This is an optimization exercise on Yosys and OpenROAD, whose aim is small area, not a production implementation. Function was checked by simulation only, so behaviour that the tests miss may differ from the original.

==> flow/design.v (outline; a module is shown in full before it is edited, if it fits) <==
// module sg_fa: 11 lines
// module sg_ha: 10 lines
// module sg_xnor: 8 lines
// module sg_or: 8 lines
// module sg_maj: 9 lines
// module dac_ctrl_sync: 7 lines
// module pulse_timer: 401 lines
// module sg_sine_rom: 736 lines
// module sgc_a2111oi: 1 lines
// module sgc_a211oi: 1 lines
// module sgc_a21oi: 1 lines
// module sgc_a221oi: 1 lines
// module sgc_a22oi: 1 lines
// module sgc_a31oi: 1 lines
// module sgc_a32oi: 1 lines
// module sgc_and3: 1 lines
// module sgc_inv: 1 lines
// module sgc_nand2: 1 lines
// module sgc_nand3: 1 lines
// module sgc_nand4: 1 lines
// module sgc_nor2: 1 lines
// module sgc_nor3: 1 lines
// module sgc_nor4: 1 lines
// module sgc_o211ai: 1 lines
// module sgc_o21ai: 1 lines
// module sgc_o221ai: 1 lines
// module sgc_o22ai: 1 lines
// module sgc_o2bb2ai: 1 lines
// module sgc_o311ai: 1 lines
// module sgc_o31ai: 1 lines
// module sgc_o32ai: 1 lines
// module sgc_or2: 1 lines
// module sgc_or3: 1 lines
// module sgc_xnor2: 1 lines
// module sgc_xor2: 1 lines
// module sg_dds_mul: 1304 lines
// module sg_tri_mul: 1637 lines
// module sg_acc32: 200 lines
// module signal_gen_top: 118 lines
module signal_gen_top
(
  input  logic          clk_user_bufg,
  input  logic          rst_glb,
  input  logic          dds_reset,
  input  logic [111:0]  dds_cfg,       
  input  logic [63:0]   vc_cfg,        
  input  logic [29:0]   fsc_req,       
  output logic [31:0]   iq,            
  output logic [29:0]   fsc,           
  output logic [15:0]   vc_triangle,
  output logic [15:0]   vc_dac_data
);
  // ...
==> flow/flow/run.sh <==
#!/bin/bash
# Layout: the standard ORFS flow (standard.sh, which runs the standard
# synthesis unchanged), with two settings of its own:
#  - the port buffers that buffer_ports puts on every input and output are
#    the platform's smallest buffer (buf_1) instead of its default pick;
#  - after global routing, repair_timing -recover_power downsizes gates on
#    paths with positive slack (ORFS's RECOVER_POWER step).
# make's full output goes to flow_make.log here; each ORFS step keeps its own
# log under orfs/logs/.
set -euo pipefail
cd "$(dirname "$0")/.."
bash standard.sh \
  "BUFFER_PORTS_ARGS=-buffer_cell sky130_fd_sc_hd__buf_1" \
  "RECOVER_POWER=100" \
  finish > flow_make.log 2>&1
==> flow/standard.sh <==
#!/bin/bash
# synth_recipe.tcl (not shown) runs the flow's synth.tcl, then flattens the netlist and writes it again
# the make line also repeats each setting of config.mk as NAME=value (left out here)
make -C /OpenROAD-flow-scripts/flow DESIGN_CONFIG=/design/flow/config.mk WORK_HOME=/design/flow/orfs CLKGATE_MAP_FILE= SYNTH_SCRIPT=/design/flow/synth_recipe.tcl "${@:-finish}"
==> flow/config.mk <==
export PLATFORM = sky130hd
export DESIGN_NAME = signal_gen_top
export DESIGN_NICKNAME = signal_gen_top
export VERILOG_FILES = /design/flow/design.v
export SDC_FILE = /design/flow/constraint.sdc
export NUM_CORES = 4
export LEC_CHECK = 0
export CAP_MARGIN = 20
export CORE_MARGIN = 2
export CORE_UTILIZATION = 60
export CTS_BUF_LIST = sky130_fd_sc_hd__clkbuf_4
export SLEW_MARGIN = 20
export SYNTH_HIERARCHICAL = 1
export SYNTH_MINIMUM_KEEP_SIZE = 0
==> flow/constraint.sdc <==
create_clock -name core_clock -period 12.0 [get_ports {clk_user_bufg}]
set_input_delay 2.4000 -clock core_clock [delete_from_list [all_inputs] [get_ports {clk_user_bufg}]]
set_output_delay 2.4000 -clock core_clock [all_outputs]
set_load 0.01 [all_outputs]
==> flow_summary.yaml, run 1 <==
yosys:
  synth_edf_count: 0
  synth_seq_area_share: 0.153
  yosys-top-cells-count: "787 x nand2_1, 686 x fa_1, 153 x inv_1, 138 x clkbuf_1, 130 x maj3_2"
  ys_warn_count: 7
hold_path:
  hold_path_end: "s1_gate"
  hold_class: "flop to flop"
outcome:
  so_faults: "capacitance limit, slew limit"
  status: "complete, but fails checks"
layout:
  diodes: 6
  layout.nets: 4130
  multi_input_area_sq_mm: 0.0241
  final_area_sq_mm: 0.0328
  area_dominant_class: "multi-input combinational cells"
  num-nonclk-buffers: 382
timing:
  finClkSkew_ns: 0.0573
  drv_slew: 231
  clock.fmax_mhz: 89.8
floorplanning:
  fp.dieH_um: 231
  rows: 83
critical_path:
  cp_top_family: "adder cells"
  worst_setup_path_end_kind: "flop"
cts:
  cts.htree.levels: 2
  cts_tree: "built"
route:
  wl_met1_um: 30800
  first_pass_iters: 5
  top_layer: "met5"
job:
  drv_cap: 5
placed_design:
  io_buffers: 302
  post-place-ws_ns: 1.08
==> module dac_ctrl_sync, before the edit <==
module dac_ctrl_sync
(
  input  wire [9:0] req,
  output wire [9:0] code
);
  assign code = (req == 10'd0) ? 10'd1023 : req;
endmodule
==> module pulse_timer, before the edit <==
module pulse_timer
(
  input  wire        clr,
  input  wire [31:0] r,
  input  wire [31:0] prt_width,
  input  wire [31:0] prt_cycle,
  output wire [31:0] r_nxt,
  output wire        gate_nxt
);
  wire q_a1;
  wire q_g2;
  wire q_g3;
  wire q_g4;
  wire q_g5;
  wire q_g6;
  wire q_g7;
  wire q_g8;
  wire q_g9;
  wire q_g10;
  wire q_g11;
  wire q_g12;
  wire q_g13;
  wire q_g14;
  wire q_g15;
  wire q_g16;
  wire q_a17;
  wire q_o18;
  wire q_g19;
  wire q_g20;
  wire q_g21;
  wire q_g22;
  wire q_g23;
  wire q_g24;
  wire q_g25;
  wire q_g26;
  wire q_g27;
  wire q_g28;
  wire q_g29;
  wire q_g30;
  wire q_g31;
  wire q_g32;
  wire q_g33;
  wire q_g34;
  wire q_g35;
  wire q_g36;
  wire q_g37;
  wire q_g38;
  wire q_g39;
  wire q_g40;
  wire q_g41;
  wire q_g42;
  wire q_g43;
  wire q_g44;
  wire q_g45;
  wire q_g46;
  wire q_g47;
  wire q_g48;
  wire q_m49;
  wire q_a50;
  wire q_g51;
  wire q_g52;
  wire q_g53;
  wire q_g54;
  wire q_g55;
  wire q_g56;
  wire q_g57;
  wire q_g58;
  wire q_g59;
  wire q_g60;
  wire q_g61;
  wire q_g62;
  wire q_g63;
  wire q_g64;
  wire q_g65;
  wire q_a66;
  wire q_o67;
  wire q_g68;
  wire q_g69;
  wire q_g70;
  wire q_g71;
  wire q_g72;
  wire q_g73;
  wire q_g74;
  wire q_g75;
  wire q_g76;
  wire q_g77;
  wire q_g78;
  wire q_g79;
  wire q_g80;
  wire q_g81;
  wire q_g82;
  wire q_g83;
  wire q_g84;
  wire q_g85;
  wire q_g86;
  wire q_g87;
  wire q_g88;
  wire q_g89;
  wire q_g90;
  wire q_g91;
  wire q_g92;
  wire q_g93;
  wire q_g94;
  wire q_g95;
  wire q_g96;
  wire q_g97;
  wire q_m98;
  wire q_n99;
  wire q_n100;
  wire q_x101;
  wire q_n102;
  wire q_a103;
  wire q_x104;
  wire q_n105;
  wire q_a106;
  wire q_x107;
  wire q_n108;
  wire q_a109;
  wire q_x110;
  wire q_n111;
  wire q_a112;
  wire q_x113;
  wire q_n114;
  wire q_a115;
  wire q_x116;
  wire q_n117;
  wire q_a118;
  wire q_x119;
  wire q_n120;
  wire q_a121;
  wire q_x122;
  wire q_n123;
  wire q_a124;
  wire q_x125;
  wire q_n126;
  wire q_a127;
  wire q_x128;
  wire q_n129;
  wire q_a130;
  wire q_x131;
  wire q_n132;
  wire q_a133;
  wire q_x134;
  wire q_n135;
  wire q_a136;
  wire q_x137;
  wire q_n138;
  wire q_a139;
  wire q_x140;
  wire q_n141;
  wire q_a142;
  wire q_x143;
  wire q_n144;
  wire q_a145;
  wire q_x146;
  wire q_n147;
  wire q_a148;
  wire q_x149;
  wire q_n150;
  wire q_a151;
  wire q_x152;
  wire q_n153;
  wire q_a154;
  wire q_x155;
  wire q_n156;
  wire q_a157;
  wire q_x158;
  wire q_n159;
  wire q_a160;
  wire q_x161;
  wire q_n162;
  wire q_a163;
  wire q_x164;
  wire q_n165;
  wire q_a166;
  wire q_x167;
  wire q_n168;
  wire q_a169;
  wire q_x170;
  wire q_n171;
  wire q_a172;
  wire q_x173;
  wire q_n174;
  wire q_a175;
  wire q_x176;
  wire q_n177;
  wire q_a178;
  wire q_x179;
  wire q_n180;
  wire q_a181;
  wire q_x182;
  wire q_n183;
  wire q_a184;
  wire q_x185;
  wire q_n186;
  wire q_a187;
  wire q_x188;
  wire q_n189;
  wire q_a190;
  wire q_x191;
  wire q_n192;
  wire q_a193;
  assign q_a1 = r[0] & prt_cycle[0];
  sg_maj u_q_g2 (.a(r[1]), .b(prt_cycle[1]), .c(q_a1), .y(q_g2));
  sg_maj u_q_g3 (.a(r[2]), .b(prt_cycle[2]), .c(q_g2), .y(q_g3));
  sg_maj u_q_g4 (.a(r[3]), .b(prt_cycle[3]), .c(q_g3), .y(q_g4));
  sg_maj u_q_g5 (.a(r[4]), .b(prt_cycle[4]), .c(q_g4), .y(q_g5));
  sg_maj u_q_g6 (.a(r[5]), .b(prt_cycle[5]), .c(q_g5), .y(q_g6));
  sg_maj u_q_g7 (.a(r[6]), .b(prt_cycle[6]), .c(q_g6), .y(q_g7));
  sg_maj u_q_g8 (.a(r[7]), .b(prt_cycle[7]), .c(q_g7), .y(q_g8));
  sg_maj u_q_g9 (.a(r[8]), .b(prt_cycle[8]), .c(q_g8), .y(q_g9));
  sg_maj u_q_g10 (.a(r[9]), .b(prt_cycle[9]), .c(q_g9), .y(q_g10));
  sg_maj u_q_g11 (.a(r[10]), .b(prt_cycle[10]), .c(q_g10), .y(q_g11));
  sg_maj u_q_g12 (.a(r[11]), .b(prt_cycle[11]), .c(q_g11), .y(q_g12));
  sg_maj u_q_g13 (.a(r[12]), .b(prt_cycle[12]), .c(q_g12), .y(q_g13));
  sg_maj u_q_g14 (.a(r[13]), .b(prt_cycle[13]), .c(q_g13), .y(q_g14));
  sg_maj u_q_g15 (.a(r[14]), .b(prt_cycle[14]), .c(q_g14), .y(q_g15));
  sg_maj u_q_g16 (.a(r[15]), .b(prt_cycle[15]), .c(q_g15), .y(q_g16));
  assign q_a17 = r[16] & prt_cycle[16];
  assign q_o18 = r[16] | prt_cycle[16];
  sg_maj u_q_g19 (.a(r[17]), .b(prt_cycle[17]), .c(q_a17), .y(q_g19));
  sg_maj u_q_g20 (.a(r[17]), .b(prt_cycle[17]), .c(q_o18), .y(q_g20));
  sg_maj u_q_g21 (.a(r[18]), .b(prt_cycle[18]), .c(q_g19), .y(q_g21));
  sg_maj u_q_g22 (.a(r[18]), .b(prt_cycle[18]), .c(q_g20), .y(q_g22));
  sg_maj u_q_g23 (.a(r[19]), .b(prt_cycle[19]), .c(q_g21), .y(q_g23));
  sg_maj u_q_g24 (.a(r[19]), .b(prt_cycle[19]), .c(q_g22), .y(q_g24));
  sg_maj u_q_g25 (.a(r[20]), .b(prt_cycle[20]), .c(q_g23), .y(q_g25));
  sg_maj u_q_g26 (.a(r[20]), .b(prt_cycle[20]), .c(q_g24), .y(q_g26));
  sg_maj u_q_g27 (.a(r[21]), .b(prt_cycle[21]), .c(q_g25), .y(q_g27));
  sg_maj u_q_g28 (.a(r[21]), .b(prt_cycle[21]), .c(q_g26), .y(q_g28));
  sg_maj u_q_g29 (.a(r[22]), .b(prt_cycle[22]), .c(q_g27), .y(q_g29));
  sg_maj u_q_g30 (.a(r[22]), .b(prt_cycle[22]), .c(q_g28), .y(q_g30));
  sg_maj u_q_g31 (.a(r[23]), .b(prt_cycle[23]), .c(q_g29), .y(q_g31));
  sg_maj u_q_g32 (.a(r[23]), .b(prt_cycle[23]), .c(q_g30), .y(q_g32));
  sg_maj u_q_g33 (.a(r[24]), .b(prt_cycle[24]), .c(q_g31), .y(q_g33));
  sg_maj u_q_g34 (.a(r[24]), .b(prt_cycle[24]), .c(q_g32), .y(q_g34));
  sg_maj u_q_g35 (.a(r[25]), .b(prt_cycle[25]), .c(q_g33), .y(q_g35));
  sg_maj u_q_g36 (.a(r[25]), .b(prt_cycle[25]), .c(q_g34), .y(q_g36));
  sg_maj u_q_g37 (.a(r[26]), .b(prt_cycle[26]), .c(q_g35), .y(q_g37));
  sg_maj u_q_g38 (.a(r[26]), .b(prt_cycle[26]), .c(q_g36), .y(q_g38));
  sg_maj u_q_g39 (.a(r[27]), .b(prt_cycle[27]), .c(q_g37), .y(q_g39));
  sg_maj u_q_g40 (.a(r[27]), .b(prt_cycle[27]), .c(q_g38), .y(q_g40));
  sg_maj u_q_g41 (.a(r[28]), .b(prt_cycle[28]), .c(q_g39), .y(q_g41));
  sg_maj u_q_g42 (.a(r[28]), .b(prt_cycle[28]), .c(q_g40), .y(q_g42));
  sg_maj u_q_g43 (.a(r[29]), .b(prt_cycle[29]), .c(q_g41), .y(q_g43));
  sg_maj u_q_g44 (.a(r[29]), .b(prt_cycle[29]), .c(q_g42), .y(q_g44));
  sg_maj u_q_g45 (.a(r[30]), .b(prt_cycle[30]), .c(q_g43), .y(q_g45));
  sg_maj u_q_g46 (.a(r[30]), .b(prt_cycle[30]), .c(q_g44), .y(q_g46));
  sg_maj u_q_g47 (.a(r[31]), .b(prt_cycle[31]), .c(q_g45), .y(q_g47));
  sg_maj u_q_g48 (.a(r[31]), .b(prt_cycle[31]), .c(q_g46), .y(q_g48));
  assign q_m49 = q_g16 ? q_g48 : q_g47;
  assign q_a50 = r[0] & prt_width[0];
  sg_maj u_q_g51 (.a(r[1]), .b(prt_width[1]), .c(q_a50), .y(q_g51));
  sg_maj u_q_g52 (.a(r[2]), .b(prt_width[2]), .c(q_g51), .y(q_g52));
  sg_maj u_q_g53 (.a(r[3]), .b(prt_width[3]), .c(q_g52), .y(q_g53));
  sg_maj u_q_g54 (.a(r[4]), .b(prt_width[4]), .c(q_g53), .y(q_g54));
  sg_maj u_q_g55 (.a(r[5]), .b(prt_width[5]), .c(q_g54), .y(q_g55));
  sg_maj u_q_g56 (.a(r[6]), .b(prt_width[6]), .c(q_g55), .y(q_g56));
  sg_maj u_q_g57 (.a(r[7]), .b(prt_width[7]), .c(q_g56), .y(q_g57));
  sg_maj u_q_g58 (.a(r[8]), .b(prt_width[8]), .c(q_g57), .y(q_g58));
  sg_maj u_q_g59 (.a(r[9]), .b(prt_width[9]), .c(q_g58), .y(q_g59));
  sg_maj u_q_g60 (.a(r[10]), .b(prt_width[10]), .c(q_g59), .y(q_g60));
  sg_maj u_q_g61 (.a(r[11]), .b(prt_width[11]), .c(q_g60), .y(q_g61));
  sg_maj u_q_g62 (.a(r[12]), .b(prt_width[12]), .c(q_g61), .y(q_g62));
  sg_maj u_q_g63 (.a(r[13]), .b(prt_width[13]), .c(q_g62), .y(q_g63));
  sg_maj u_q_g64 (.a(r[14]), .b(prt_width[14]), .c(q_g63), .y(q_g64));
  sg_maj u_q_g65 (.a(r[15]), .b(prt_width[15]), .c(q_g64), .y(q_g65));
  assign q_a66 = r[16] & prt_width[16];
  assign q_o67 = r[16] | prt_width[16];
  sg_maj u_q_g68 (.a(r[17]), .b(prt_width[17]), .c(q_a66), .y(q_g68));
  sg_maj u_q_g69 (.a(r[17]), .b(prt_width[17]), .c(q_o67), .y(q_g69));
  sg_maj u_q_g70 (.a(r[18]), .b(prt_width[18]), .c(q_g68), .y(q_g70));
  sg_maj u_q_g71 (.a(r[18]), .b(prt_width[18]), .c(q_g69), .y(q_g71));
  sg_maj u_q_g72 (.a(r[19]), .b(prt_width[19]), .c(q_g70), .y(q_g72));
  sg_maj u_q_g73 (.a(r[19]), .b(prt_width[19]), .c(q_g71), .y(q_g73));
  sg_maj u_q_g74 (.a(r[20]), .b(prt_width[20]), .c(q_g72), .y(q_g74));
  sg_maj u_q_g75 (.a(r[20]), .b(prt_width[20]), .c(q_g73), .y(q_g75));
  sg_maj u_q_g76 (.a(r[21]), .b(prt_width[21]), .c(q_g74), .y(q_g76));
  sg_maj u_q_g77 (.a(r[21]), .b(prt_width[21]), .c(q_g75), .y(q_g77));
  sg_maj u_q_g78 (.a(r[22]), .b(prt_width[22]), .c(q_g76), .y(q_g78));
  sg_maj u_q_g79 (.a(r[22]), .b(prt_width[22]), .c(q_g77), .y(q_g79));
  sg_maj u_q_g80 (.a(r[23]), .b(prt_width[23]), .c(q_g78), .y(q_g80));
  sg_maj u_q_g81 (.a(r[23]), .b(prt_width[23]), .c(q_g79), .y(q_g81));
  sg_maj u_q_g82 (.a(r[24]), .b(prt_width[24]), .c(q_g80), .y(q_g82));
  sg_maj u_q_g83 (.a(r[24]), .b(prt_width[24]), .c(q_g81), .y(q_g83));
  sg_maj u_q_g84 (.a(r[25]), .b(prt_width[25]), .c(q_g82), .y(q_g84));
  sg_maj u_q_g85 (.a(r[25]), .b(prt_width[25]), .c(q_g83), .y(q_g85));
  sg_maj u_q_g86 (.a(r[26]), .b(prt_width[26]), .c(q_g84), .y(q_g86));
  sg_maj u_q_g87 (.a(r[26]), .b(prt_width[26]), .c(q_g85), .y(q_g87));
  sg_maj u_q_g88 (.a(r[27]), .b(prt_width[27]), .c(q_g86), .y(q_g88));
  sg_maj u_q_g89 (.a(r[27]), .b(prt_width[27]), .c(q_g87), .y(q_g89));
  sg_maj u_q_g90 (.a(r[28]), .b(prt_width[28]), .c(q_g88), .y(q_g90));
  sg_maj u_q_g91 (.a(r[28]), .b(prt_width[28]), .c(q_g89), .y(q_g91));
  sg_maj u_q_g92 (.a(r[29]), .b(prt_width[29]), .c(q_g90), .y(q_g92));
  sg_maj u_q_g93 (.a(r[29]), .b(prt_width[29]), .c(q_g91), .y(q_g93));
  sg_maj u_q_g94 (.a(r[30]), .b(prt_width[30]), .c(q_g92), .y(q_g94));
  sg_maj u_q_g95 (.a(r[30]), .b(prt_width[30]), .c(q_g93), .y(q_g95));
  sg_maj u_q_g96 (.a(r[31]), .b(prt_width[31]), .c(q_g94), .y(q_g96));
  sg_maj u_q_g97 (.a(r[31]), .b(prt_width[31]), .c(q_g95), .y(q_g97));
  assign q_m98 = q_g65 ? q_g97 : q_g96;
  assign q_n99 = ~r[0];
  assign q_n100 = ~r[0];
  assign q_x101 = r[1] ^ q_n100;
  assign q_n102 = ~r[1];
  assign q_a103 = q_n100 & q_n102;
  assign q_x104 = r[2] ^ q_a103;
  assign q_n105 = ~r[2];
  assign q_a106 = q_a103 & q_n105;
  assign q_x107 = r[3] ^ q_a106;
  assign q_n108 = ~r[3];
  assign q_a109 = q_a106 & q_n108;
  assign q_x110 = r[4] ^ q_a109;
  assign q_n111 = ~r[4];
  assign q_a112 = q_a109 & q_n111;
  assign q_x113 = r[5] ^ q_a112;
  assign q_n114 = ~r[5];
  assign q_a115 = q_a112 & q_n114;
  assign q_x116 = r[6] ^ q_a115;
  assign q_n117 = ~r[6];
  assign q_a118 = q_a115 & q_n117;
  assign q_x119 = r[7] ^ q_a118;
  assign q_n120 = ~r[7];
  assign q_a121 = q_a118 & q_n120;
  assign q_x122 = r[8] ^ q_a121;
  assign q_n123 = ~r[8];
  assign q_a124 = q_a121 & q_n123;
  assign q_x125 = r[9] ^ q_a124;
  assign q_n126 = ~r[9];
  assign q_a127 = q_a124 & q_n126;
  assign q_x128 = r[10] ^ q_a127;
  assign q_n129 = ~r[10];
  assign q_a130 = q_a127 & q_n129;
  assign q_x131 = r[11] ^ q_a130;
  assign q_n132 = ~r[11];
  assign q_a133 = q_a130 & q_n132;
  assign q_x134 = r[12] ^ q_a133;
  assign q_n135 = ~r[12];
  assign q_a136 = q_a133 & q_n135;
  assign q_x137 = r[13] ^ q_a136;
  assign q_n138 = ~r[13];
  assign q_a139 = q_a136 & q_n138;
  assign q_x140 = r[14] ^ q_a139;
  assign q_n141 = ~r[14];
  assign q_a142 = q_a139 & q_n141;
  assign q_x143 = r[15] ^ q_a142;
  assign q_n144 = ~r[15];
  assign q_a145 = q_a142 & q_n144;
  assign q_x146 = r[16] ^ q_a145;
  assign q_n147 = ~r[16];
  assign q_a148 = q_a145 & q_n147;
  assign q_x149 = r[17] ^ q_a148;
  assign q_n150 = ~r[17];
  assign q_a151 = q_a148 & q_n150;
  assign q_x152 = r[18] ^ q_a151;
  assign q_n153 = ~r[18];
  assign q_a154 = q_a151 & q_n153;
  assign q_x155 = r[19] ^ q_a154;
  assign q_n156 = ~r[19];
  assign q_a157 = q_a154 & q_n156;
  assign q_x158 = r[20] ^ q_a157;
  assign q_n159 = ~r[20];
  assign q_a160 = q_a157 & q_n159;
  assign q_x161 = r[21] ^ q_a160;
  assign q_n162 = ~r[21];
  assign q_a163 = q_a160 & q_n162;
  assign q_x164 = r[22] ^ q_a163;
  assign q_n165 = ~r[22];
  assign q_a166 = q_a163 & q_n165;
  assign q_x167 = r[23] ^ q_a166;
  assign q_n168 = ~r[23];
  assign q_a169 = q_a166 & q_n168;
  assign q_x170 = r[24] ^ q_a169;
  assign q_n171 = ~r[24];
  assign q_a172 = q_a169 & q_n171;
  assign q_x173 = r[25] ^ q_a172;
  assign q_n174 = ~r[25];
  assign q_a175 = q_a172 & q_n174;
  assign q_x176 = r[26] ^ q_a175;
  assign q_n177 = ~r[26];
  assign q_a178 = q_a175 & q_n177;
  assign q_x179 = r[27] ^ q_a178;
  assign q_n180 = ~r[27];
  assign q_a181 = q_a178 & q_n180;
  assign q_x182 = r[28] ^ q_a181;
  assign q_n183 = ~r[28];
  assign q_a184 = q_a181 & q_n183;
  assign q_x185 = r[29] ^ q_a184;
  assign q_n186 = ~r[29];
  assign q_a187 = q_a184 & q_n186;
  assign q_x188 = r[30] ^ q_a187;
  assign q_n189 = ~r[30];
  assign q_a190 = q_a187 & q_n189;
  assign q_x191 = r[31] ^ q_a190;
  assign q_n192 = ~r[31];
  assign q_a193 = q_a190 & q_n192;
  wire wrap = ~q_m49;
  wire load = clr | wrap;
  wire [31:0] dec = {q_x191, q_x188, q_x185, q_x182, q_x179, q_x176, q_x173, q_x170, q_x167, q_x164, q_x161, q_x158, q_x155, q_x152, q_x149, q_x146, q_x143, q_x140, q_x137, q_x134, q_x131, q_x128, q_x125, q_x122, q_x119, q_x116, q_x113, q_x110, q_x107, q_x104, q_x101, q_n99};
  assign r_nxt    = load ? 32'hffff_fffe : dec;
  assign gate_nxt = ~clr & (wrap ? (prt_width != 32'd0) : q_m98);
endmodule
==> module sgc_and3, before the edit <==
module sgc_and3 (input wire A, input wire B, input wire C, output wire X); assign X = (A&B&C); endmodule
==> module sgc_nor2, before the edit <==
module sgc_nor2 (input wire A, input wire B, output wire Y); assign Y = (~A&~B); endmodule
==> module sgc_nor4, before the edit <==
module sgc_nor4 (input wire A, input wire B, input wire C, input wire D, output wire Y); assign Y = (~A&~B&~C&~D); endmodule
==> module sgc_or2, before the edit <==
module sgc_or2 (input wire A, input wire B, output wire X); assign X = (A) | (B); endmodule
==> run 2, diff against run 1 <==
--- a/flow/design.v
+++ b/flow/design.v
@@ -53,4 +53,31 @@
   assign y = (a & b) | (a & c) | (b & c);
 endmodule
+module sgc_a2111oi (input wire A1, input wire A2, input wire B1, input wire C1, input wire D1, output wire Y); assign Y = (~A1&~B1&~C1&~D1) | (~A2&~B1&~C1&~D1); endmodule
+module sgc_a211oi (input wire A1, input wire A2, input wire B1, input wire C1, output wire Y); assign Y = (~A1&~B1&~C1) | (~A2&~B1&~C1); endmodule
+module sgc_a21oi (input wire A1, input wire A2, input wire B1, output wire Y); assign Y = (~A1&~B1) | (~A2&~B1); endmodule
+module sgc_a221oi (input wire A1, input wire A2, input wire B1, input wire B2, input wire C1, output wire Y); assign Y = (~A1&~B1&~C1) | (~A1&~B2&~C1) | (~A2&~B1&~C1) | (~A2&~B2&~C1); endmodule
+module sgc_a22oi (input wire A1, input wire A2, input wire B1, input wire B2, output wire Y); assign Y = (~A1&~B1) | (~A1&~B2) | (~A2&~B1) | (~A2&~B2); endmodule
+module sgc_a31oi (input wire A1, input wire A2, input wire A3, input wire B1, output wire Y); assign Y = (~A1&~B1) | (~A2&~B1) | (~A3&~B1); endmodule
+module sgc_a32oi (input wire A1, input wire A2, input wire A3, input wire B1, input wire B2, output wire Y); assign Y = (~A1&~B1) | (~A1&~B2) | (~A2&~B1) | (~A3&~B1) | (~A2&~B2) | (~A3&~B2); endmodule
+module sgc_and3 (input wire A, input wire B, input wire C, output wire X); assign X = A & B & C; endmodule
+module sgc_inv (input wire A, output wire Y); assign Y = (~A); endmodule
+module sgc_nand2 (input wire A, input wire B, output wire Y); assign Y = (~A) | (~B); endmodule
+module sgc_nand3 (input wire A, input wire B, input wire C, output wire Y); assign Y = (~A) | (~B) | (~C); endmodule
+module sgc_nand4 (input wire A, input wire B, input wire C, input wire D, output wire Y); assign Y = (~A) | (~B) | (~C) | (~D); endmodule
+module sgc_nor2 (input wire A, input wire B, output wire Y); assign Y = ~(A | B); endmodule
+module sgc_nor3 (input wire A, input wire B, input wire C, output wire Y); assign Y = (~A&~B&~C); endmodule
+module sgc_nor4 (input wire A, input wire B, input wire C, input wire D, output wire Y); assign Y = ~(A | B | C | D); endmodule
+module sgc_o211ai (input wire A1, input wire A2, input wire B1, input wire C1, output wire Y); assign Y = (~A1&~A2) | (~B1) | (~C1); endmodule
+module sgc_o21ai (input wire A1, input wire A2, input wire B1, output wire Y); assign Y = (~A1&~A2) | (~B1); endmodule
+module sgc_o221ai (input wire A1, input wire A2, input wire B1, input wire B2, input wire C1, output wire Y); assign Y = (~B1&~B2) | (~A1&~A2) | (~C1); endmodule
+module sgc_o22ai (input wire A1, input wire A2, input wire B1, input wire B2, output wire Y); assign Y = (~B1&~B2) | (~A1&~A2); endmodule
+module sgc_o2bb2ai (input wire A1_N, input wire A2_N, input wire B1, input wire B2, output wire Y); assign Y = (~B1&~B2) | (A1_N&A2_N); endmodule
+module sgc_o311ai (input wire A1, input wire A2, input wire A3, input wire B1, input wire C1, output wire Y); assign Y = (~A1&~A2&~A3) | (~B1) | (~C1); endmodule
+module sgc_o31ai (input wire A1, input wire A2, input wire A3, input wire B1, output wire Y); assign Y = (~A1&~A2&~A3) | (~B1); endmodule
+module sgc_o32ai (input wire A1, input wire A2, input wire A3, input wire B1, input wire B2, output wire Y); assign Y = (~A1&~A2&~A3) | (~B1&~B2); endmodule
+module sgc_or2 (input wire A, input wire B, output wire X); assign X = A | B; endmodule
+module sgc_or3 (input wire A, input wire B, input wire C, output wire X); assign X = (A) | (B) | (C); endmodule
+module sgc_xnor2 (input wire A, input wire B, output wire Y); assign Y = (~A&~B) | (A&B); endmodule
+module sgc_xor2 (input wire A, input wire B, output wire X); assign X = (A&~B) | (~A&B); endmodule
 `default_nettype wire
 `timescale 1ns/1ps
@@ -61,5 +88,14 @@
   output wire [9:0] code
 );
-  assign code = (req == 10'd0) ? 10'd1023 : req;
+  wire z_lo, z_mid, z_hi, zero;
+  sgc_nor4 u_z0 (.A(req[0]), .B(req[1]), .C(req[2]), .D(req[3]), .Y(z_lo));
+  sgc_nor4 u_z1 (.A(req[4]), .B(req[5]), .C(req[6]), .D(req[7]), .Y(z_mid));
+  sgc_nor2 u_z2 (.A(req[8]), .B(req[9]), .Y(z_hi));
+  sgc_and3 u_z  (.A(z_lo), .B(z_mid), .C(z_hi), .X(zero));
+  genvar k;
+  for (k = 0; k < 10; k++)
+  begin : g_bit
+    sgc_or2 u_or (.A(req[k]), .B(zero), .X(code[k]));
+  end
 endmodule
 `default_nettype wire
@@ -91,12 +127,12 @@
   wire q_g15;
   wire q_g16;
-  wire q_a17;
-  wire q_o18;
+  wire q_g17;
+  wire q_g18;
   wire q_g19;
   wire q_g20;
   wire q_g21;
   wire q_g22;
-  wire q_g23;
-  wire q_g24;
+  wire q_a23;
+  wire q_o24;
   wire q_g25;
   wire q_g26;
@@ -117,12 +153,12 @@
   wire q_g41;
   wire q_g42;
-  wire q_g43;
-  wire q_g44;
+  wire q_m43;
+  wire q_a44;
   wire q_g45;
   wire q_g46;
   wire q_g47;
   wire q_g48;
-  wire q_m49;
-  wire q_a50;
+  wire q_g49;
+  wire q_g50;
   wire q_g51;
   wire q_g52;
@@ -160,19 +196,19 @@
   wire q_g84;
   wire q_g85;
-  wire q_g86;
-  wire q_g87;
-  wire q_g88;
-  wire q_g89;
-  wire q_g90;
-  wire q_g91;
-  wire q_g92;
-  wire q_g93;
-  wire q_g94;
-  wire q_g95;
-  wire q_g96;
-  wire q_g97;
-  wire q_m98;
+  wire q_m86;
+  wire q_n87;
+  wire q_n88;
+  wire q_x89;
+  wire q_n90;
+  wire q_a91;
+  wire q_x92;
+  wire q_n93;
+  wire q_a94;
+  wire q_x95;
+  wire q_n96;
+  wire q_a97;
+  wire q_x98;
   wire q_n99;
-  wire q_n100;
+  wire q_a100;
   wire q_x101;
   wire q_n102;
@@ -256,16 +292,4 @@
   wire q_n180;
   wire q_a181;
-  wire q_x182;
-  wire q_n183;
-  wire q_a184;
-  wire q_x185;
-  wire q_n186;
-  wire q_a187;
-  wire q_x188;
-  wire q_n189;
-  wire q_a190;
-  wire q_x191;
-  wire q_n192;
-  wire q_a193;
   assign q_a1 = r[0] & prt_cycle[0];
   sg_maj u_q_g2 (.a(r[1]), .b(prt_cycle[1]), .c(q_a1), .y(q_g2));
@@ -284,186 +308,174 @@
   sg_maj u_q_g15 (.a(r[14]), .b(prt_cycle[14]), .c(q_g14), .y(q_g15));
   sg_maj u_q_g16 (.a(r[15]), .b(prt_cycle[15]), .c(q_g15), .y(q_g16));
-  assign q_a17 = r[16] & prt_cycle[16];
-  assign q_o18 = r[16] | prt_cycle[16];
-  sg_maj u_q_g19 (.a(r[17]), .b(prt_cycle[17]), .c(q_a17), .y(q_g19));
-  sg_maj u_q_g20 (.a(r[17]), .b(prt_cycle[17]), .c(q_o18), .y(q_g20));
-  sg_maj u_q_g21 (.a(r[18]), .b(prt_cycle[18]), .c(q_g19), .y(q_g21));
-  sg_maj u_q_g22 (.a(r[18]), .b(prt_cycle[18]), .c(q_g20), .y(q_g22));
-  sg_maj u_q_g23 (.a(r[19]), .b(prt_cycle[19]), .c(q_g21), .y(q_g23));
-  sg_maj u_q_g24 (.a(r[19]), .b(prt_cycle[19]), .c(q_g22), .y(q_g24));
-  sg_maj u_q_g25 (.a(r[20]), .b(prt_cycle[20]), .c(q_g23), .y(q_g25));
-  sg_maj u_q_g26 (.a(r[20]), .b(prt_cycle[20]), .c(q_g24), .y(q_g26));
-  sg_maj u_q_g27 (.a(r[21]), .b(prt_cycle[21]), .c(q_g25), .y(q_g27));
-  sg_maj u_q_g28 (.a(r[21]), .b(prt_cycle[21]), .c(q_g26), .y(q_g28));
-  sg_maj u_q_g29 (.a(r[22]), .b(prt_cycle[22]), .c(q_g27), .y(q_g29));
-  sg_maj u_q_g30 (.a(r[22]), .b(prt_cycle[22]), .c(q_g28), .y(q_g30));
-  sg_maj u_q_g31 (.a(r[23]), .b(prt_cycle[23]), .c(q_g29), .y(q_g31));
-  sg_maj u_q_g32 (.a(r[23]), .b(prt_cycle[23]), .c(q_g30), .y(q_g32));
-  sg_maj u_q_g33 (.a(r[24]), .b(prt_cycle[24]), .c(q_g31), .y(q_g33));
-  sg_maj u_q_g34 (.a(r[24]), .b(prt_cycle[24]), .c(q_g32), .y(q_g34));
-  sg_maj u_q_g35 (.a(r[25]), .b(prt_cycle[25]), .c(q_g33), .y(q_g35));
-  sg_maj u_q_g36 (.a(r[25]), .b(prt_cycle[25]), .c(q_g34), .y(q_g36));
-  sg_maj u_q_g37 (.a(r[26]), .b(prt_cycle[26]), .c(q_g35), .y(q_g37));
-  sg_maj u_q_g38 (.a(r[26]), .b(prt_cycle[26]), .c(q_g36), .y(q_g38));
-  sg_maj u_q_g39 (.a(r[27]), .b(prt_cycle[27]), .c(q_g37), .y(q_g39));
-  sg_maj u_q_g40 (.a(r[27]), .b(prt_cycle[27]), .c(q_g38), .y(q_g40));
-  sg_maj u_q_g41 (.a(r[28]), .b(prt_cycle[28]), .c(q_g39), .y(q_g41));
-  sg_maj u_q_g42 (.a(r[28]), .b(prt_cycle[28]), .c(q_g40), .y(q_g42));
-  sg_maj u_q_g43 (.a(r[29]), .b(prt_cycle[29]), .c(q_g41), .y(q_g43));
-  sg_maj u_q_g44 (.a(r[29]), .b(prt_cycle[29]), .c(q_g42), .y(q_g44));
-  sg_maj u_q_g45 (.a(r[30]), .b(prt_cycle[30]), .c(q_g43), .y(q_g45));
-  sg_maj u_q_g46 (.a(r[30]), .b(prt_cycle[30]), .c(q_g44), .y(q_g46));
-  sg_maj u_q_g47 (.a(r[31]), .b(prt_cycle[31]), .c(q_g45), .y(q_g47));
-  sg_maj u_q_g48 (.a(r[31]), .b(prt_cycle[31]), .c(q_g46), .y(q_g48));
-  assign q_m49 = q_g16 ? q_g48 : q_g47;
-  assign q_a50 = r[0] & prt_width[0];
-  sg_maj u_q_g51 (.a(r[1]), .b(prt_width[1]), .c(q_a50), .y(q_g51));
-  sg_maj u_q_g52 (.a(r[2]), .b(prt_width[2]), .c(q_g51), .y(q_g52));
-  sg_maj u_q_g53 (.a(r[3]), .b(prt_width[3]), .c(q_g52), .y(q_g53));
-  sg_maj u_q_g54 (.a(r[4]), .b(prt_width[4]), .c(q_g53), .y(q_g54));
-  sg_maj u_q_g55 (.a(r[5]), .b(prt_width[5]), .c(q_g54), .y(q_g55));
-  sg_maj u_q_g56 (.a(r[6]), .b(prt_width[6]), .c(q_g55), .y(q_g56));
-  sg_maj u_q_g57 (.a(r[7]), .b(prt_width[7]), .c(q_g56), .y(q_g57));
-  sg_maj u_q_g58 (.a(r[8]), .b(prt_width[8]), .c(q_g57), .y(q_g58));
-  sg_maj u_q_g59 (.a(r[9]), .b(prt_width[9]), .c(q_g58), .y(q_g59));
-  sg_maj u_q_g60 (.a(r[10]), .b(prt_width[10]), .c(q_g59), .y(q_g60));
-  sg_maj u_q_g61 (.a(r[11]), .b(prt_width[11]), .c(q_g60), .y(q_g61));
-  sg_maj u_q_g62 (.a(r[12]), .b(prt_width[12]), .c(q_g61), .y(q_g62));
-  sg_maj u_q_g63 (.a(r[13]), .b(prt_width[13]), .c(q_g62), .y(q_g63));
-  sg_maj u_q_g64 (.a(r[14]), .b(prt_width[14]), .c(q_g63), .y(q_g64));
-  sg_maj u_q_g65 (.a(r[15]), .b(prt_width[15]), .c(q_g64), .y(q_g65));
-  assign q_a66 = r[16] & prt_width[16];
-  assign q_o67 = r[16] | prt_width[16];
-  sg_maj u_q_g68 (.a(r[17]), .b(prt_width[17]), .c(q_a66), .y(q_g68));
-  sg_maj u_q_g69 (.a(r[17]), .b(prt_width[17]), .c(q_o67), .y(q_g69));
-  sg_maj u_q_g70 (.a(r[18]), .b(prt_width[18]), .c(q_g68), .y(q_g70));
-  sg_maj u_q_g71 (.a(r[18]), .b(prt_width[18]), .c(q_g69), .y(q_g71));
-  sg_maj u_q_g72 (.a(r[19]), .b(prt_width[19]), .c(q_g70), .y(q_g72));
-  sg_maj u_q_g73 (.a(r[19]), .b(prt_width[19]), .c(q_g71), .y(q_g73));
-  sg_maj u_q_g74 (.a(r[20]), .b(prt_width[20]), .c(q_g72), .y(q_g74));
-  sg_maj u_q_g75 (.a(r[20]), .b(prt_width[20]), .c(q_g73), .y(q_g75));
-  sg_maj u_q_g76 (.a(r[21]), .b(prt_width[21]), .c(q_g74), .y(q_g76));
-  sg_maj u_q_g77 (.a(r[21]), .b(prt_width[21]), .c(q_g75), .y(q_g77));
-  sg_maj u_q_g78 (.a(r[22]), .b(prt_width[22]), .c(q_g76), .y(q_g78));
-  sg_maj u_q_g79 (.a(r[22]), .b(prt_width[22]), .c(q_g77), .y(q_g79));
-  sg_maj u_q_g80 (.a(r[23]), .b(prt_width[23]), .c(q_g78), .y(q_g80));
-  sg_maj u_q_g81 (.a(r[23]), .b(prt_width[23]), .c(q_g79), .y(q_g81));
-  sg_maj u_q_g82 (.a(r[24]), .b(prt_width[24]), .c(q_g80), .y(q_g82));
-  sg_maj u_q_g83 (.a(r[24]), .b(prt_width[24]), .c(q_g81), .y(q_g83));
-  sg_maj u_q_g84 (.a(r[25]), .b(prt_width[25]), .c(q_g82), .y(q_g84));
-  sg_maj u_q_g85 (.a(r[25]), .b(prt_width[25]), .c(q_g83), .y(q_g85));
-  sg_maj u_q_g86 (.a(r[26]), .b(prt_width[26]), .c(q_g84), .y(q_g86));
-  sg_maj u_q_g87 (.a(r[26]), .b(prt_width[26]), .c(q_g85), .y(q_g87));
-  sg_maj u_q_g88 (.a(r[27]), .b(prt_width[27]), .c(q_g86), .y(q_g88));
-  sg_maj u_q_g89 (.a(r[27]), .b(prt_width[27]), .c(q_g87), .y(q_g89));
-  sg_maj u_q_g90 (.a(r[28]), .b(prt_width[28]), .c(q_g88), .y(q_g90));
-  sg_maj u_q_g91 (.a(r[28]), .b(prt_width[28]), .c(q_g89), .y(q_g91));
-  sg_maj u_q_g92 (.a(r[29]), .b(prt_width[29]), .c(q_g90), .y(q_g92));
-  sg_maj u_q_g93 (.a(r[29]), .b(prt_width[29]), .c(q_g91), .y(q_g93));
-  sg_maj u_q_g94 (.a(r[30]), .b(prt_width[30]), .c(q_g92), .y(q_g94));
-  sg_maj u_q_g95 (.a(r[30]), .b(prt_width[30]), .c(q_g93), .y(q_g95));
-  sg_maj u_q_g96 (.a(r[31]), .b(prt_width[31]), .c(q_g94), .y(q_g96));
-  sg_maj u_q_g97 (.a(r[31]), .b(prt_width[31]), .c(q_g95), .y(q_g97));
-  assign q_m98 = q_g65 ? q_g97 : q_g96;
-  assign q_n99 = ~r[0];
-  assign q_n100 = ~r[0];
-  assign q_x101 = r[1] ^ q_n100;
-  assign q_n102 = ~r[1];
-  assign q_a103 = q_n100 & q_n102;
-  assign q_x104 = r[2] ^ q_a103;
-  assign q_n105 = ~r[2];
+  sg_maj u_q_g17 (.a(r[16]), .b(prt_cycle[16]), .c(q_g16), .y(q_g17));
+  sg_maj u_q_g18 (.a(r[17]), .b(prt_cycle[17]), .c(q_g17), .y(q_g18));
+  sg_maj u_q_g19 (.a(r[18]), .b(prt_cycle[18]), .c(q_g18), .y(q_g19));
+  sg_maj u_q_g20 (.a(r[19]), .b(prt_cycle[19]), .c(q_g19), .y(q_g20));
+  sg_maj u_q_g21 (.a(r[20]), .b(prt_cycle[20]), .c(q_g20), .y(q_g21));
+  sg_maj u_q_g22 (.a(r[21]), .b(prt_cycle[21]), .c(q_g21), .y(q_g22));
+  assign q_a23 = r[22] & prt_cycle[22];
+  assign q_o24 = r[22] | prt_cycle[22];
+  sg_maj u_q_g25 (.a(r[23]), .b(prt_cycle[23]), .c(q_a23), .y(q_g25));
+  sg_maj u_q_g26 (.a(r[23]), .b(prt_cycle[23]), .c(q_o24), .y(q_g26));
+  sg_maj u_q_g27 (.a(r[24]), .b(prt_cycle[24]), .c(q_g25), .y(q_g27));
+  sg_maj u_q_g28 (.a(r[24]), .b(prt_cycle[24]), .c(q_g26), .y(q_g28));
+  sg_maj u_q_g29 (.a(r[25]), .b(prt_cycle[25]), .c(q_g27), .y(q_g29));
+  sg_maj u_q_g30 (.a(r[25]), .b(prt_cycle[25]), .c(q_g28), .y(q_g30));
+  sg_maj u_q_g31 (.a(r[26]), .b(prt_cycle[26]), .c(q_g29), .y(q_g31));
+  sg_maj u_q_g32 (.a(r[26]), .b(prt_cycle[26]), .c(q_g30), .y(q_g32));
+  sg_maj u_q_g33 (.a(r[27]), .b(prt_cycle[27]), .c(q_g31), .y(q_g33));
+  sg_maj u_q_g34 (.a(r[27]), .b(prt_cycle[27]), .c(q_g32), .y(q_g34));
+  sg_maj u_q_g35 (.a(r[28]), .b(prt_cycle[28]), .c(q_g33), .y(q_g35));
+  sg_maj u_q_g36 (.a(r[28]), .b(prt_cycle[28]), .c(q_g34), .y(q_g36));
+  sg_maj u_q_g37 (.a(r[29]), .b(prt_cycle[29]), .c(q_g35), .y(q_g37));
+  sg_maj u_q_g38 (.a(r[29]), .b(prt_cycle[29]), .c(q_g36), .y(q_g38));
+  sg_maj u_q_g39 (.a(r[30]), .b(prt_cycle[30]), .c(q_g37), .y(q_g39));
+  sg_maj u_q_g40 (.a(r[30]), .b(prt_cycle[30]), .c(q_g38), .y(q_g40));
+  sg_maj u_q_g41 (.a(r[31]), .b(prt_cycle[31]), .c(q_g39), .y(q_g41));
+  sg_maj u_q_g42 (.a(r[31]), .b(prt_cycle[31]), .c(q_g40), .y(q_g42));
+  assign q_m43 = q_g22 ? q_g42 : q_g41;
+  assign q_a44 = r[0] & prt_width[0];
+  sg_maj u_q_g45 (.a(r[1]), .b(prt_width[1]), .c(q_a44), .y(q_g45));
+  sg_maj u_q_g46 (.a(r[2]), .b(prt_width[2]), .c(q_g45), .y(q_g46));
+  sg_maj u_q_g47 (.a(r[3]), .b(prt_width[3]), .c(q_g46), .y(q_g47));
+  sg_maj u_q_g48 (.a(r[4]), .b(prt_width[4]), .c(q_g47), .y(q_g48));
+  sg_maj u_q_g49 (.a(r[5]), .b(prt_width[5]), .c(q_g48), .y(q_g49));
+  sg_maj u_q_g50 (.a(r[6]), .b(prt_width[6]), .c(q_g49), .y(q_g50));
+  sg_maj u_q_g51 (.a(r[7]), .b(prt_width[7]), .c(q_g50), .y(q_g51));
+  sg_maj u_q_g52 (.a(r[8]), .b(prt_width[8]), .c(q_g51), .y(q_g52));
+  sg_maj u_q_g53 (.a(r[9]), .b(prt_width[9]), .c(q_g52), .y(q_g53));
+  sg_maj u_q_g54 (.a(r[10]), .b(prt_width[10]), .c(q_g53), .y(q_g54));
+  sg_maj u_q_g55 (.a(r[11]), .b(prt_width[11]), .c(q_g54), .y(q_g55));
+  sg_maj u_q_g56 (.a(r[12]), .b(prt_width[12]), .c(q_g55), .y(q_g56));
+  sg_maj u_q_g57 (.a(r[13]), .b(prt_width[13]), .c(q_g56), .y(q_g57));
+  sg_maj u_q_g58 (.a(r[14]), .b(prt_width[14]), .c(q_g57), .y(q_g58));
+  sg_maj u_q_g59 (.a(r[15]), .b(prt_width[15]), .c(q_g58), .y(q_g59));
+  sg_maj u_q_g60 (.a(r[16]), .b(prt_width[16]), .c(q_g59), .y(q_g60));
+  sg_maj u_q_g61 (.a(r[17]), .b(prt_width[17]), .c(q_g60), .y(q_g61));
+  sg_maj u_q_g62 (.a(r[18]), .b(prt_width[18]), .c(q_g61), .y(q_g62));
+  sg_maj u_q_g63 (.a(r[19]), .b(prt_width[19]), .c(q_g62), .y(q_g63));
+  sg_maj u_q_g64 (.a(r[20]), .b(prt_width[20]), .c(q_g63), .y(q_g64));
+  sg_maj u_q_g65 (.a(r[21]), .b(prt_width[21]), .c(q_g64), .y(q_g65));
+  assign q_a66 = r[22] & prt_width[22];
+  assign q_o67 = r[22] | prt_width[22];
+  sg_maj u_q_g68 (.a(r[23]), .b(prt_width[23]), .c(q_a66), .y(q_g68));
+  sg_maj u_q_g69 (.a(r[23]), .b(prt_width[23]), .c(q_o67), .y(q_g69));
+  sg_maj u_q_g70 (.a(r[24]), .b(prt_width[24]), .c(q_g68), .y(q_g70));
+  sg_maj u_q_g71 (.a(r[24]), .b(prt_width[24]), .c(q_g69), .y(q_g71));
+  sg_maj u_q_g72 (.a(r[25]), .b(prt_width[25]), .c(q_g70), .y(q_g72));
+  sg_maj u_q_g73 (.a(r[25]), .b(prt_width[25]), .c(q_g71), .y(q_g73));
+  sg_maj u_q_g74 (.a(r[26]), .b(prt_width[26]), .c(q_g72), .y(q_g74));
+  sg_maj u_q_g75 (.a(r[26]), .b(prt_width[26]), .c(q_g73), .y(q_g75));
+  sg_maj u_q_g76 (.a(r[27]), .b(prt_width[27]), .c(q_g74), .y(q_g76));
+  sg_maj u_q_g77 (.a(r[27]), .b(prt_width[27]), .c(q_g75), .y(q_g77));
+  sg_maj u_q_g78 (.a(r[28]), .b(prt_width[28]), .c(q_g76), .y(q_g78));
+  sg_maj u_q_g79 (.a(r[28]), .b(prt_width[28]), .c(q_g77), .y(q_g79));
+  sg_maj u_q_g80 (.a(r[29]), .b(prt_width[29]), .c(q_g78), .y(q_g80));
+  sg_maj u_q_g81 (.a(r[29]), .b(prt_width[29]), .c(q_g79), .y(q_g81));
+  sg_maj u_q_g82 (.a(r[30]), .b(prt_width[30]), .c(q_g80), .y(q_g82));
+  sg_maj u_q_g83 (.a(r[30]), .b(prt_width[30]), .c(q_g81), .y(q_g83));
+  sg_maj u_q_g84 (.a(r[31]), .b(prt_width[31]), .c(q_g82), .y(q_g84));
+  sg_maj u_q_g85 (.a(r[31]), .b(prt_width[31]), .c(q_g83), .y(q_g85));
+  assign q_m86 = q_g65 ? q_g85 : q_g84;
+  assign q_n87 = ~r[0];
+  assign q_n88 = ~r[0];
+  assign q_x89 = r[1] ^ q_n88;
+  assign q_n90 = ~r[1];
+  assign q_a91 = q_n88 & q_n90;
+  assign q_x92 = r[2] ^ q_a91;
+  assign q_n93 = ~r[2];
+  assign q_a94 = q_a91 & q_n93;
+  assign q_x95 = r[3] ^ q_a94;
+  assign q_n96 = ~r[3];
+  assign q_a97 = q_a94 & q_n96;
+  assign q_x98 = r[4] ^ q_a97;
+  assign q_n99 = ~r[4];
+  assign q_a100 = q_a97 & q_n99;
+  assign q_x101 = r[5] ^ q_a100;
+  assign q_n102 = ~r[5];
+  assign q_a103 = q_a100 & q_n102;
+  assign q_x104 = r[6] ^ q_a103;
+  assign q_n105 = ~r[6];
   assign q_a106 = q_a103 & q_n105;
-  assign q_x107 = r[3] ^ q_a106;
-  assign q_n108 = ~r[3];
+  assign q_x107 = r[7] ^ q_a106;
+  assign q_n108 = ~r[7];
   assign q_a109 = q_a106 & q_n108;
-  assign q_x110 = r[4] ^ q_a109;
-  assign q_n111 = ~r[4];
+  assign q_x110 = r[8] ^ q_a109;
+  assign q_n111 = ~r[8];
   assign q_a112 = q_a109 & q_n111;
-  assign q_x113 = r[5] ^ q_a112;
-  assign q_n114 = ~r[5];
+  assign q_x113 = r[9] ^ q_a112;
+  assign q_n114 = ~r[9];
   assign q_a115 = q_a112 & q_n114;
-  assign q_x116 = r[6] ^ q_a115;
-  assign q_n117 = ~r[6];
+  assign q_x116 = r[10] ^ q_a115;
+  assign q_n117 = ~r[10];
   assign q_a118 = q_a115 & q_n117;
-  assign q_x119 = r[7] ^ q_a118;
-  assign q_n120 = ~r[7];
+  assign q_x119 = r[11] ^ q_a118;
+  assign q_n120 = ~r[11];
   assign q_a121 = q_a118 & q_n120;
-  assign q_x122 = r[8] ^ q_a121;
-  assign q_n123 = ~r[8];
+  assign q_x122 = r[12] ^ q_a121;
+  assign q_n123 = ~r[12];
   assign q_a124 = q_a121 & q_n123;
-  assign q_x125 = r[9] ^ q_a124;
-  assign q_n126 = ~r[9];
+  assign q_x125 = r[13] ^ q_a124;
+  assign q_n126 = ~r[13];
   assign q_a127 = q_a124 & q_n126;
-  assign q_x128 = r[10] ^ q_a127;
-  assign q_n129 = ~r[10];
+  assign q_x128 = r[14] ^ q_a127;
+  assign q_n129 = ~r[14];
   assign q_a130 = q_a127 & q_n129;
-  assign q_x131 = r[11] ^ q_a130;
-  assign q_n132 = ~r[11];
+  assign q_x131 = r[15] ^ q_a130;
+  assign q_n132 = ~r[15];
   assign q_a133 = q_a130 & q_n132;
-  assign q_x134 = r[12] ^ q_a133;
-  assign q_n135 = ~r[12];
+  assign q_x134 = r[16] ^ q_a133;
+  assign q_n135 = ~r[16];
   assign q_a136 = q_a133 & q_n135;
-  assign q_x137 = r[13] ^ q_a136;
-  assign q_n138 = ~r[13];
+  assign q_x137 = r[17] ^ q_a136;
+  assign q_n138 = ~r[17];
   assign q_a139 = q_a136 & q_n138;
-  assign q_x140 = r[14] ^ q_a139;
-  assign q_n141 = ~r[14];
+  assign q_x140 = r[18] ^ q_a139;
+  assign q_n141 = ~r[18];
   assign q_a142 = q_a139 & q_n141;
-  assign q_x143 = r[15] ^ q_a142;
-  assign q_n144 = ~r[15];
+  assign q_x143 = r[19] ^ q_a142;
+  assign q_n144 = ~r[19];
   assign q_a145 = q_a142 & q_n144;
-  assign q_x146 = r[16] ^ q_a145;
-  assign q_n147 = ~r[16];
+  assign q_x146 = r[20] ^ q_a145;
+  assign q_n147 = ~r[20];
   assign q_a148 = q_a145 & q_n147;
-  assign q_x149 = r[17] ^ q_a148;
-  assign q_n150 = ~r[17];
+  assign q_x149 = r[21] ^ q_a148;
+  assign q_n150 = ~r[21];
   assign q_a151 = q_a148 & q_n150;
-  assign q_x152 = r[18] ^ q_a151;
-  assign q_n153 = ~r[18];
+  assign q_x152 = r[22] ^ q_a151;
+  assign q_n153 = ~r[22];
   assign q_a154 = q_a151 & q_n153;
-  assign q_x155 = r[19] ^ q_a154;
-  assign q_n156 = ~r[19];
+  assign q_x155 = r[23] ^ q_a154;
+  assign q_n156 = ~r[23];
   assign q_a157 = q_a154 & q_n156;
-  assign q_x158 = r[20] ^ q_a157;
-  assign q_n159 = ~r[20];
+  assign q_x158 = r[24] ^ q_a157;
+  assign q_n159 = ~r[24];
   assign q_a160 = q_a157 & q_n159;
-  assign q_x161 = r[21] ^ q_a160;
-  assign q_n162 = ~r[21];
+  assign q_x161 = r[25] ^ q_a160;
+  assign q_n162 = ~r[25];
   assign q_a163 = q_a160 & q_n162;
-  assign q_x164 = r[22] ^ q_a163;
-  assign q_n165 = ~r[22];
+  assign q_x164 = r[26] ^ q_a163;
+  assign q_n165 = ~r[26];
   assign q_a166 = q_a163 & q_n165;
-  assign q_x167 = r[23] ^ q_a166;
-  assign q_n168 = ~r[23];
+  assign q_x167 = r[27] ^ q_a166;
+  assign q_n168 = ~r[27];
   assign q_a169 = q_a166 & q_n168;
-  assign q_x170 = r[24] ^ q_a169;
-  assign q_n171 = ~r[24];
+  assign q_x170 = r[28] ^ q_a169;
+  assign q_n171 = ~r[28];
   assign q_a172 = q_a169 & q_n171;
-  assign q_x173 = r[25] ^ q_a172;
-  assign q_n174 = ~r[25];
+  assign q_x173 = r[29] ^ q_a172;
+  assign q_n174 = ~r[29];
   assign q_a175 = q_a172 & q_n174;
-  assign q_x176 = r[26] ^ q_a175;
-  assign q_n177 = ~r[26];
+  assign q_x176 = r[30] ^ q_a175;
+  assign q_n177 = ~r[30];
   assign q_a178 = q_a175 & q_n177;
-  assign q_x179 = r[27] ^ q_a178;
-  assign q_n180 = ~r[27];
+  assign q_x179 = r[31] ^ q_a178;
+  assign q_n180 = ~r[31];
   assign q_a181 = q_a178 & q_n180;
-  assign q_x182 = r[28] ^ q_a181;
-  assign q_n183 = ~r[28];
-  assign q_a184 = q_a181 & q_n183;
-  assign q_x185 = r[29] ^ q_a184;
-  assign q_n186 = ~r[29];
-  assign q_a187 = q_a184 & q_n186;
-  assign q_x188 = r[30] ^ q_a187;
-  assign q_n189 = ~r[30];
-  assign q_a190 = q_a187 & q_n189;
-  assign q_x191 = r[31] ^ q_a190;
-  assign q_n192 = ~r[31];
-  assign q_a193 = q_a190 & q_n192;
-  wire wrap = ~q_m49;
+  wire wrap = ~q_m43;
   wire load = clr | wrap;
-  wire [31:0] dec = {q_x191, q_x188, q_x185, q_x182, q_x179, q_x176, q_x173, q_x170, q_x167, q_x164, q_x161, q_x158, q_x155, q_x152, q_x149, q_x146, q_x143, q_x140, q_x137, q_x134, q_x131, q_x128, q_x125, q_x122, q_x119, q_x116, q_x113, q_x110, q_x107, q_x104, q_x101, q_n99};
+  wire [31:0] dec = {q_x179, q_x176, q_x173, q_x170, q_x167, q_x164, q_x161, q_x158, q_x155, q_x152, q_x149, q_x146, q_x143, q_x140, q_x137, q_x134, q_x131, q_x128, q_x125, q_x122, q_x119, q_x116, q_x113, q_x110, q_x107, q_x104, q_x101, q_x98, q_x95, q_x92, q_x89, q_n87};
   assign r_nxt    = load ? 32'hffff_fffe : dec;
-  assign gate_nxt = ~clr & (wrap ? (prt_width != 32'd0) : q_m98);
+  assign gate_nxt = ~clr & (wrap ? (prt_width != 32'd0) : q_m86);
 endmodule
 `default_nettype wire
@@ -1206,31 +1218,4 @@
   sgc_xor2 g377 (.A(_015_), .B(_017_), .X(mm_sin[14]));
 endmodule
-module sgc_a2111oi (input wire A1, input wire A2, input wire B1, input wire C1, input wire D1, output wire Y); assign Y = (~A1&~B1&~C1&~D1) | (~A2&~B1&~C1&~D1); endmodule
-module sgc_a211oi (input wire A1, input wire A2, input wire B1, input wire C1, output wire Y); assign Y = (~A1&~B1&~C1) | (~A2&~B1&~C1); endmodule
-module sgc_a21oi (input wire A1, input wire A2, input wire B1, output wire Y); assign Y = (~A1&~B1) | (~A2&~B1); endmodule
-module sgc_a221oi (input wire A1, input wire A2, input wire B1, input wire B2, input wire C1, output wire Y); assign Y = (~A1&~B1&~C1) | (~A1&~B2&~C1) | (~A2&~B1&~C1) | (~A2&~B2&~C1); endmodule
-module sgc_a22oi (input wire A1, input wire A2, input wire B1, input wire B2, output wire Y); assign Y = (~A1&~B1) | (~A1&~B2) | (~A2&~B1) | (~A2&~B2); endmodule
-module sgc_a31oi (input wire A1, input wire A2, input wire A3, input wire B1, output wire Y); assign Y = (~A1&~B1) | (~A2&~B1) | (~A3&~B1); endmodule
-module sgc_a32oi (input wire A1, input wire A2, input wire A3, input wire B1, input wire B2, output wire Y); assign Y = (~A1&~B1) | (~A1&~B2) | (~A2&~B1) | (~A3&~B1) | (~A2&~B2) | (~A3&~B2); endmodule
-module sgc_and3 (input wire A, input wire B, input wire C, output wire X); assign X = (A&B&C); endmodule
-module sgc_inv (input wire A, output wire Y); assign Y = (~A); endmodule
-module sgc_nand2 (input wire A, input wire B, output wire Y); assign Y = (~A) | (~B); endmodule
-module sgc_nand3 (input wire A, input wire B, input wire C, output wire Y); assign Y = (~A) | (~B) | (~C); endmodule
-module sgc_nand4 (input wire A, input wire B, input wire C, input wire D, output wire Y); assign Y = (~A) | (~B) | (~C) | (~D); endmodule
-module sgc_nor2 (input wire A, input wire B, output wire Y); assign Y = (~A&~B); endmodule
-module sgc_nor3 (input wire A, input wire B, input wire C, output wire Y); assign Y = (~A&~B&~C); endmodule
-module sgc_nor4 (input wire A, input wire B, input wire C, input wire D, output wire Y); assign Y = (~A&~B&~C&~D); endmodule
-module sgc_o211ai (input wire A1, input wire A2, input wire B1, input wire C1, output wire Y); assign Y = (~A1&~A2) | (~B1) | (~C1); endmodule
-module sgc_o21ai (input wire A1, input wire A2, input wire B1, output wire Y); assign Y = (~A1&~A2) | (~B1); endmodule
-module sgc_o221ai (input wire A1, input wire A2, input wire B1, input wire B2, input wire C1, output wire Y); assign Y = (~B1&~B2) | (~A1&~A2) | (~C1); endmodule
-module sgc_o22ai (input wire A1, input wire A2, input wire B1, input wire B2, output wire Y); assign Y = (~B1&~B2) | (~A1&~A2); endmodule
-module sgc_o2bb2ai (input wire A1_N, input wire A2_N, input wire B1, input wire B2, output wire Y); assign Y = (~B1&~B2) | (A1_N&A2_N); endmodule
-module sgc_o311ai (input wire A1, input wire A2, input wire A3, input wire B1, input wire C1, output wire Y); assign Y = (~A1&~A2&~A3) | (~B1) | (~C1); endmodule
-module sgc_o31ai (input wire A1, input wire A2, input wire A3, input wire B1, output wire Y); assign Y = (~A1&~A2&~A3) | (~B1); endmodule
-module sgc_o32ai (input wire A1, input wire A2, input wire A3, input wire B1, input wire B2, output wire Y); assign Y = (~A1&~A2&~A3) | (~B1&~B2); endmodule
-module sgc_or2 (input wire A, input wire B, output wire X); assign X = (A) | (B); endmodule
-module sgc_or3 (input wire A, input wire B, input wire C, output wire X); assign X = (A) | (B) | (C); endmodule
-module sgc_xnor2 (input wire A, input wire B, output wire Y); assign Y = (~A&~B) | (A&B); endmodule
-module sgc_xor2 (input wire A, input wire B, output wire X); assign X = (A&~B) | (~A&B); endmodule
 module sg_dds_mul
 (
@@ -4417,7 +4402,7 @@
   end
   wire [29:0] fsc_d;
-  assign fsc_d[29:20] = (fsc_req[29:20] == 10'd0) ? 10'd1023 : fsc_req[29:20];
-  assign fsc_d[19:10] = (fsc_req[19:10] == 10'd0) ? 10'd1023 : fsc_req[19:10];
-  assign fsc_d[9:0]   = (fsc_req[9:0]   == 10'd0) ? 10'd1023 : fsc_req[9:0];
+  dac_ctrl_sync u_fsc2 (.req(fsc_req[29:20]), .code(fsc_d[29:20]));
+  dac_ctrl_sync u_fsc1 (.req(fsc_req[19:10]), .code(fsc_d[19:10]));
+  dac_ctrl_sync u_fsc0 (.req(fsc_req[9:0]),   .code(fsc_d[9:0]));
   always_ff @(posedge clk_user_bufg or posedge rst_glb)
   begin
==> flow/flow/run.sh (replaced) <==
#!/bin/bash
# Layout: the standard ORFS flow (standard.sh, which also runs the
# standard synthesis unchanged), with two changes:
#  - buffer_ports, which puts a buffer on every input and output port, uses
#    the platform's smallest buffer (sky130_fd_sc_hd__buf_1) instead of its
#    default pick; repair_design still sizes or buffers those nets where slew
#    or capacitance needs it;
#  - clock tree synthesis runs with its ORFS arguments plus the ones below
#    (no dummy loads, larger sink clusters).
# make's full output goes to flow_make.log in this folder; each ORFS step
# keeps its own log under orfs/logs/.
set -euo pipefail
cd "$(dirname "$0")/.."
bash standard.sh "BUFFER_PORTS_ARGS=-buffer_cell sky130_fd_sc_hd__buf_1" \
  "CTS_ARGS=-sink_clustering_enable -repair_clock_nets -dont_use_dummy_load -buf_list sky130_fd_sc_hd__clkbuf_4 -sink_clustering_size 30" \
  finish > flow_make.log 2>&1
==> run 2 against run 1 <==
The run now finishes clean; clock skew is 0.053 ns higher; largest cell class unchanged; cell count is 2.3% lower; first-iteration DRC count is 3.1% higher; die area is 1.0% lower; core utilization is 0.57 points higher; final area is 0.73% lower; global-route usage is 1.4 points higher; maximum frequency is 7.0% higher; area after synthesis is 1.0% lower; setup slack better by 0.73 ns.
==> flow_summary.yaml, run 2 <==
floorplanning:
  fp.dieH_um: 230
  coreArea_sq_mm: 0.0504
  die_w_um: 230
  rows: 82
layout:
  layout-drive-gt1-share: 0.136
  syn_to_final_growth_pct: 5.94
  layout_common_cells: "787 x nand2_1, 686 x fa_1, 302 x buf_1, 122 x inv_1, 121 x nor2_1"
  final_area_sq_mm: 0.0325
  layout.nets: 4096
cts:
  numCtsBuffers: 55
  clkTransAtPathRegs_ns: 0.06
  cts_setup_buffers: 0
  cts_tree: "built"
  cts.htree.levels: 2
route:
  route.detailed.drc: 0
  drt_iter0_drc: 1702
  first_pass_iters: 6
  totalWireLength_um: 84300
yosys:
  synth_area_leaders: "fa_1 45%, nand2_1 9.6%, dfrtp_1 7.8%, dfxtp_1 4.9%, maj3_2 4.3%"
  ys_warn_count: 7
  synthArstFlopShare: 0.631
  yosysTopAreaCellShare: 0.447
  synthesis.nets: 3905
  yosys-top-cells-count: "787 x nand2_1, 686 x fa_1, 128 x clkbuf_1, 123 x inv_1, 121 x nor2_1"
  ys_ff_latch: 203
  synth_edf_count: 0
  synth_seq_area_share: 0.155
  syn_area_per_cell_sq_um: 10.3
timing:
  maxSlewHeadroom: 0.274
  finClkSkew_ns: 0.110
  hold_viol_final: 0
  tightestPinTransition_ns: 1.08
  finalCritPeriodShare: 0.867
  period_minus_slack_ns: 10.41
  drv_slew: 0
  clock.fmax_mhz: 96.1
  tns_ns: 0
critical_path:
  worst_r2r_endpoint: "iq[9]"
  worst_setup_path_end_kind: "flop"
  cpMostUsedCell: "fa_1"
  crit_required_ns: 12.61
  cp_top_family: "adder cells"
placed_design:
  post-place-ws_ns: 1.11
  io_buffers: 302
  dp_hpwl_um: 66700
hold_path:
  hold_class: "flop to flop"
job:
  drv_cap: 0
global_routing:
  grt_max_degree: 78
outcome:
  status: "no timing/DRC/antenna violations"
[run 2: cell types whose count changed after synthesis, moves of 6 or more]
cell and delta:
nor4b_1 -15, clkbuf_1 -10, or2_1 +30, nor4_2 +6
nor4b_2 +15, inv_1 -30, o31ai_2 -30, maj3_2 -12
[run 2: how the worst min path moves through the flow]
stage / cells after the start / endpoint / slack (ns) / from
CTS: 0 / s1_gate / 0.33 / gate
global placement: 0 / s1_gate / 0.32 / gate
finish: 0 / s1_gate / 0.33 / gate
floorplan: 0 / s1_gate / 0.31 / gate
detailed placement: 0 / s1_gate / 0.33 / gate
global route: 0 / s1_gate / 0.33 / gate
[run 2: kinds of logic after synthesis]
family | after synthesis | synth area share
AND/OR/NAND/NOR | 1207 | 0.182
adder cells (fa/ha/maj) | 848 | 0.509
buffers and inverters | 379 | 0.0624
flip-flops | 203 | 0.155
XOR/XNOR | 177 | 0.0505
AO/OA/AOI/OAI | 151 | 0.0414
multiplexers | 1 | 0.000448
[run 2: layout make-up]
type	instances	area, sq um
fillers	4079	17900
multi-input cells	2384	24200
inverters	123	467
diodes	7	17.5
well taps	672	841
repair buffers	390	1810
flip-flops and latches	203	4750
clock buffers	55	413
[run 2: worst register-to-register path: stages (launching register included)]
cell and delay (ns):
dfxtp_1 0.49, inv_1 0.35, nor2_1 0.14, nor2_1 0.74, inv_1 0.26, a21oi_2 0.38, nand3_1 0.14, o211ai_2 0.13
xor2_1 0.57, nand2_1 0.15, fa_1 0.51, fa_1 0.59, fa_1 0.46, fa_1 0.44, fa_1 0.49, fa_1 0.51
or2_1 0.26, fa_1 0.38, fa_1 0.39, fa_1 0.39, fa_1 0.39, fa_1 0.40, fa_1 0.40, fa_1 0.52
o31ai_4 0.42, ha_1 0.25, xnor2_1 0.14
[run 2: modules after synthesis (local to each module, per instance), a selection]
module,area (sq um),flops+latches,cells
sg_ha,12.5,0,1
sg_or,6.26,0,1
sgc_o211ai,12.5,0,1
sgc_a2111oi,15.0,0,1
sgc_o21ai,5.00,0,1
sgc_o31ai,12.5,0,1
sgc_o221ai,15.0,0,1
signal_gen_top,5470,203,285
sgc_xnor2,8.76,0,1
sgc_or3,6.26,0,1
sgc_nor3,10.0,0,1
sgc_o22ai,6.26,0,1
sgc_inv,3.75,0,1
sgc_nor4,12.5,0,1
sgc_xor2,8.76,0,1
[run 2: metal layers]
layer  share of wire  vias to the layer above  global-route usage
met2            0.51                     1086               0.568
met5         0.00065                        -                   0
li1                -                     9597                   -
met1            0.37                    11500               0.401
met3           0.078                      235              0.0728
met4           0.048                        8               0.153
[run 2: metrics by stage]
stage          std cells  utilization  hold WS [ns]
6_report            3834        0.645         0.331
4_1_cts             3827        0.645         0.333
3_5_place_dp        3772        0.637         0.326
3_3_place_gp        3772        0.637         0.315
5_1_grt             3834        0.645         0.327
2_1_floorplan       2966            -         0.310

## afterwards: timing with drivers on the ports
In the flow no input, the clock included, has a driving cell. The finished layouts below were timed again as built, in two steps. Step 1 (the two cells are an assumption about what drives the block):
set clk [get_ports {clk_user_bufg}]
set_driving_cell -lib_cell sky130_fd_sc_hd__clkbuf_16 $clk
set_driving_cell -lib_cell sky130_fd_sc_hd__buf_2 [delete_from_list [all_inputs] $clk]
Step 2 moves the port delays by t, midway between the first and last clock arrival at a register: inputs arrive t later, outputs are due t later. That takes back most of the time a late clock gives input paths. a / b / c = no drivers / after step 1 / after step 2; a / b = the first two.
run	t (ns)	setup WS [ns]	clock arrival spread, ns	slew at the worst register clock pin (ns)	worst slew at a driven data input, ns
run 1	0.837	0.867 / 0.867 / 0.867	0.073 / 0.072	0.08 / 0.08	0.09
run 2	0.777	1.593 / 1.593 / 1.087	0.110 / 0.111	0.07 / 0.07	0.14
The setup slack of run 2, which loses most, moves by 0.000 ns with the drivers and by -0.506 ns with both steps.
